Source: an optimization exercise on an open RTL-to-GDS flow (aim: small area, a short achievable clock period and few clock cycles per item). Production flows keep margins and buffers that such runs may drop. Power is estimated from default activity; no workload was simulated.

==> job 1047 <==
## systolic_top
module systolic_top (
    input  logic     clk,
    input  logic     rst_n,
    input  logic     wb_cyc,
    input  logic     wb_stb,
    input  logic     wb_we,
    input  logic [5:0]  wb_adr,
    input  logic [31:0] wb_dat_w,
    output logic [31:0] wb_dat_r,
    output logic     wb_ack
);
==> module systolic_top, before the edit <==
module systolic_top (
    input  logic     clk,
    input  logic     rst_n,
    input  logic     wb_cyc,
    input  logic     wb_stb,
    input  logic     wb_we,
    input  logic [5:0]  wb_adr,
    input  logic [31:0] wb_dat_w,
    output logic [31:0] wb_dat_r,
    output logic     wb_ack
);
    logic        req;
    logic        wr;
    logic        start;
    logic        lock;
    assign req   = wb_cyc && wb_stb && !wb_ack;
    assign wr    = req && wb_we && !lock;
    assign start = wr && (wb_adr == 6'd32) && wb_dat_w[0];
    always_ff @(posedge clk or negedge rst_n) begin
        if (!rst_n) begin
            wb_ack <= 1'b0;
        end else begin
            wb_ack <= req;
        end
    end
    logic        w_a;
    logic        w_b;
    logic [3:0]  w_idx;
    logic [15:0] w_dat;
    always_ff @(posedge clk or negedge rst_n) begin
        if (!rst_n) begin
            w_a <= 1'b0;
            w_b <= 1'b0;
        end else begin
            w_a <= wr && wb_adr[5:4] == 2'd0;
            w_b <= wr && wb_adr[5:4] == 2'd1;
        end
    end
    always_ff @(posedge clk) begin
        w_idx <= wb_adr[3:0];
        w_dat <= wb_dat_w[15:0];
    end
    logic [15:0] a_mem [16];
    logic [7:0]  b_mem [16];
    logic [15:0] a_vld;
    logic [15:0] b_vld;
    always_ff @(posedge clk) begin
        if (w_a) begin
            a_mem[w_idx] <= w_dat;
        end
        if (w_b) begin
            b_mem[w_idx] <= w_dat[7:0];
        end
    end
    always_ff @(posedge clk or negedge rst_n) begin
        if (!rst_n) begin
            a_vld <= '0;
            b_vld <= '0;
        end else begin
            if (w_a) begin
                a_vld[w_idx] <= 1'b1;
            end
            if (w_b) begin
                b_vld[w_idx] <= 1'b1;
            end
        end
    end
    logic        run;
    logic [3:0]  fcnt;
    logic        op_v;
    logic        cs_v;
    logic        st_busy;
    logic        st_done;
    logic        c_vld;
    always_ff @(posedge clk or negedge rst_n) begin
        if (!rst_n) begin
            run     <= 1'b0;
            fcnt    <= '0;
            op_v    <= 1'b0;
            cs_v    <= 1'b0;
            st_busy <= 1'b0;
            st_done <= 1'b0;
            c_vld   <= 1'b0;
        end else begin
            op_v <= start || run;
            cs_v <= op_v;
            if (start) begin
                run     <= 1'b1;
                fcnt    <= 4'd1;
                st_busy <= 1'b1;
                st_done <= 1'b0;
                c_vld   <= 1'b1;
            end
            if (run) begin
                fcnt <= fcnt + 1'b1;
                if (fcnt == 4'd15) begin
                    run <= 1'b0;
                    st_busy <= 1'b0;
                    st_done <= 1'b1;
                end
            end
        end
    end
    assign lock = op_v || cs_v;
    logic [15:0] op_a [4];
    logic [15:0] op_one;
    logic [15:0] op_two;
    logic [15:0] op_neg;
    always_ff @(posedge clk) begin
        for (int k = 0; k < 4; k++) begin
            logic [7:0] b;
            logic [8:0] bx;
            op_a[k] <= a_mem[{fcnt[3:2], 2'(k)}];
            b = (a_vld[{fcnt[3:2], 2'(k)}] && b_vld[{2'(k), fcnt[1:0]}]) ?
                b_mem[{2'(k), fcnt[1:0]}] : 8'd0;
            bx = {b, 1'b0};
            for (int m = 0; m < 4; m++) begin
                op_one[4*k+m] <= bx[2*m+1] ^ bx[2*m];
                op_two[4*k+m] <= (bx[2*m+2] && !bx[2*m+1] && !bx[2*m]) ||
                                 (!bx[2*m+2] && bx[2*m+1] && bx[2*m]);
                op_neg[4*k+m] <= bx[2*m+2];
            end
        end
    end
    localparam int ROWS = 4;
    logic [ROWS*26-1:0] tree_rows;
    logic [ROWS*26-1:0] cs_rows;
    logic [25:0]        cs_sum;
    dot4_tree u_tree (
        .a0   (op_a[0]),
        .a1   (op_a[1]),
        .a2   (op_a[2]),
        .a3   (op_a[3]),
        .one  (op_one),
        .two  (op_two),
        .neg  (op_neg),
        .rows (tree_rows)
    );
    always_ff @(posedge clk) begin
        cs_rows <= tree_rows;
    end
    rows_add u_add (
        .rows (cs_rows),
        .sum  (cs_sum)
    );
    logic [25:0] c_q [16];
    always_ff @(posedge clk) begin
        if (cs_v) begin
            for (int e = 0; e < 15; e++) begin
                c_q[e] <= c_q[e+1];
            end
            c_q[15] <= cs_sum;
        end
    end
    logic [25:0] rd_d;
    logic [25:0] rd_q;
    logic [15:0] sel_a;
    logic [15:0] sel_b;
    logic [15:0] sel_c;
    always_comb begin
        for (int w = 0; w < 16; w++) begin
            sel_a[w] = (wb_adr == 6'(w)) && a_vld[w];
            sel_b[w] = (wb_adr == 6'(16 + w)) && b_vld[w];
            sel_c[w] = (wb_adr == 6'(48 + w)) && c_vld;
        end
        rd_d = '0;
        for (int w = 0; w < 16; w++) begin
            rd_d = rd_d | ({26{sel_a[w]}} & 26'($signed(a_mem[w])))
                        | ({26{sel_b[w]}} & 26'($signed(b_mem[w])))
                        | ({26{sel_c[w]}} & c_q[w]);
        end
        if (wb_adr == 6'd33) begin
            rd_d[1:0] = {st_done, st_busy};
        end
    end
    always_ff @(posedge clk) begin
        rd_q <= rd_d;
    end
    assign wb_dat_r = {{6{rd_q[25]}}, rd_q};
endmodule
export LEC_CHECK = 0
export ABC_CLOCK_PERIOD_IN_PS = 3000
export CAP_MARGIN = 20
export CORE_MARGIN = 2
export CORE_UTILIZATION = 40
export SLEW_MARGIN = 20
create_clock -name core_clock -period 10.0 [get_ports {clk}]
standard.sh (not shown) runs the stock make flow with config.mk's settings and CLKGATE_MAP_FILE= SYNTH_SCRIPT=/design/flow/synth_recipe.tcl, a recipe that flattens the netlist after the stock synthesis.
==> flow/flow/run.sh <==
#!/bin/bash
set -euo pipefail
bash standard.sh SETUP_SLACK_MARGIN=6.5 finish > standard_flow.log 2>&1
==> job 1091 (differences from job 1047) <==
--- a/flow/design.v
+++ b/flow/design.v
@@ -931,14 +931,33 @@
     logic [15:0] op_one;
     logic [15:0] op_two;
     logic [15:0] op_neg;
+    logic [3:0]  row_sel;
+    logic [3:0]  col_sel;
+    always_comb begin
+        for (int x = 0; x < 4; x++) begin
+            row_sel[x] = (fcnt[3:2] == 2'(x));
+            col_sel[x] = (fcnt[1:0] == 2'(x));
+        end
+    end
     always_ff @(posedge clk) begin
         for (int k = 0; k < 4; k++) begin
-            logic [7:0] b;
-            logic [8:0] bx;
-            op_a[k] <= a_mem[{fcnt[3:2], 2'(k)}];
-            b = (a_vld[{fcnt[3:2], 2'(k)}] && b_vld[{2'(k), fcnt[1:0]}]) ?
-                b_mem[{2'(k), fcnt[1:0]}] : 8'd0;
-            bx = {b, 1'b0};
+            logic [15:0] a;
+            logic        av;
+            logic [7:0]  b;
+            logic        bv;
+            logic [8:0]  bx;
+            a  = '0;
+            av = 1'b0;
+            b  = '0;
+            bv = 1'b0;
+            for (int x = 0; x < 4; x++) begin
+                a  = a  | ({16{row_sel[x]}} & a_mem[4*x + k]);
+                av = av | (row_sel[x] & a_vld[4*x + k]);
+                b  = b  | ({8{col_sel[x]}} & b_mem[4*k + x]);
+                bv = bv | (col_sel[x] & b_vld[4*k + x]);
+            end
+            op_a[k] <= a;
+            bx = {((av && bv) ? b : 8'd0), 1'b0};
             for (int m = 0; m < 4; m++) begin
                 op_one[4*k+m] <= bx[2*m+1] ^ bx[2*m];
                 op_two[4*k+m] <= (bx[2*m+2] && !bx[2*m+1] && !bx[2*m]) ||
@@ -969,12 +988,20 @@
         .sum  (cs_sum)
     );
     logic [25:0] c_q [16];
+    logic        cs_first;
+    logic [3:0]  c_ofs;
+    logic [3:0]  c_elem [16];
     always_ff @(posedge clk) begin
-        if (cs_v) begin
-            for (int e = 0; e < 15; e++) begin
-                c_q[e] <= c_q[e+1];
-            end
-            c_q[15] <= cs_sum;
+        for (int e = 0; e < 15; e++) begin
+            c_q[e] <= c_q[e+1];
+        end
+        c_q[15] <= cs_v ? cs_sum : c_q[0];
+        cs_first <= op_v && !cs_v;
+        c_ofs    <= cs_first ? 4'd0 : c_ofs + 1'b1;
+    end
+    always_comb begin
+        for (int w = 0; w < 16; w++) begin
+            c_elem[w] = 4'(w + 1) + c_ofs;
         end
     end
     logic [25:0] rd_d;
@@ -986,7 +1013,7 @@
         for (int w = 0; w < 16; w++) begin
             sel_a[w] = (wb_adr == 6'(w)) && a_vld[w];
             sel_b[w] = (wb_adr == 6'(16 + w)) && b_vld[w];
-            sel_c[w] = (wb_adr == 6'(48 + w)) && c_vld;
+            sel_c[w] = (wb_adr[5:4] == 2'd3) && (wb_adr[3:0] == c_elem[w]) && c_vld;
         end
         rd_d = '0;
         for (int w = 0; w < 16; w++) begin
--- a/flow/config.mk
+++ b/flow/config.mk
@@ -9,4 +9,6 @@
 export CAP_MARGIN = 20
 export CORE_MARGIN = 2
 export CORE_UTILIZATION = 40
+export CTS_CLUSTER_DIAMETER = 120
+export CTS_CLUSTER_SIZE = 24
 export SLEW_MARGIN = 20
==> job 5686 (differences from job 1047) <==
--- a/flow/design.v
+++ b/flow/design.v
@@ -979,24 +979,22 @@
     end
     logic [25:0] rd_d;
     logic [25:0] rd_q;
-    logic [15:0] sel_a;
-    logic [15:0] sel_b;
-    logic [15:0] sel_c;
     always_comb begin
-        for (int w = 0; w < 16; w++) begin
-            sel_a[w] = (wb_adr == 6'(w)) && a_vld[w];
-            sel_b[w] = (wb_adr == 6'(16 + w)) && b_vld[w];
-            sel_c[w] = (wb_adr == 6'(48 + w)) && c_vld;
-        end
         rd_d = '0;
-        for (int w = 0; w < 16; w++) begin
-            rd_d = rd_d | ({26{sel_a[w]}} & 26'($signed(a_mem[w])))
-                        | ({26{sel_b[w]}} & 26'($signed(b_mem[w])))
-                        | ({26{sel_c[w]}} & c_q[w]);
-        end
-        if (wb_adr == 6'd33) begin
-            rd_d[1:0] = {st_done, st_busy};
-        end
+        case (wb_adr[5:4])
+            2'd0: if (a_vld[wb_adr[3:0]]) begin
+                rd_d = 26'($signed(a_mem[wb_adr[3:0]]));
+            end
+            2'd1: if (b_vld[wb_adr[3:0]]) begin
+                rd_d = 26'($signed(b_mem[wb_adr[3:0]]));
+            end
+            2'd2: if (wb_adr[3:0] == 4'd1) begin
+                rd_d = {24'd0, st_done, st_busy};
+            end
+            default: if (c_vld) begin
+                rd_d = c_q[wb_adr[3:0]];
+            end
+        endcase
     end
     always_ff @(posedge clk) begin
         rd_q <= rd_d;
--- a/flow/config.mk
+++ b/flow/config.mk
@@ -9,4 +9,6 @@
 export CAP_MARGIN = 20
 export CORE_MARGIN = 2
 export CORE_UTILIZATION = 40
+export CTS_CLUSTER_DIAMETER = 120
+export CTS_CLUSTER_SIZE = 30
 export SLEW_MARGIN = 20
==> summary of the runs <==
- Job 1091 went through all stages and came out clean. Job 1047 ran to the end with no violations. Job 5686 went through all stages and came out clean.
- The highest synthesized area belongs to job 5686, the lowest to job 1091.
- In job 5686 the register-to-register slack is better than in job 1091, by 40 ps.
- Against job 1091, the sequential share of layout area of job 5686 is higher by 3.1 points.
- Combinational power, highest first: job 1047, job 1091, job 5686.
Function was not checked in any run of this note: the RTL went through the layout flow alone.

==> what the ideal ports hide <==
The flow's constraints put no driver on any port. The routed layouts listed below were extracted and timed again, unchanged, in two steps.
Step 1 (the two cells are an assumption about what drives the block):
set clk [get_ports {clk}]
set_driving_cell -lib_cell sky130_fd_sc_hd__clkbuf_16 $clk
set_driving_cell -lib_cell sky130_fd_sc_hd__buf_2 [delete_from_list [all_inputs] $clk]
Step 2 times the ports against the registers' clock, not the clock port: input delays grow and output delays shrink by t, the midpoint of the rising clock arrivals with the driver on.
a / b / c = no drivers / after step 1 / after step 2; a / b = the first two.
| run | shift t [ns] | setup WS [ns] | latest minus earliest clock arrival (ns) | cell pins on the clock port's net |
|---|---|---|---|---|
| job 1047 | 0.772 | 5.978 / 5.978 / 5.728 | 0.087 / 0.087 | 1 |
| job 1091 | 0.732 | 6.172 / 6.209 / 5.476 | 0.085 / 0.085 | 1 |
| job 5686 | 0.742 | 6.443 / 6.290 / 5.549 | 0.059 / 0.059 | 1 |
After both steps every run listed still meets setup and hold. The setup slack of job 5686, which loses most, moves by -0.153 ns with the drivers and by -0.894 ns with both steps.
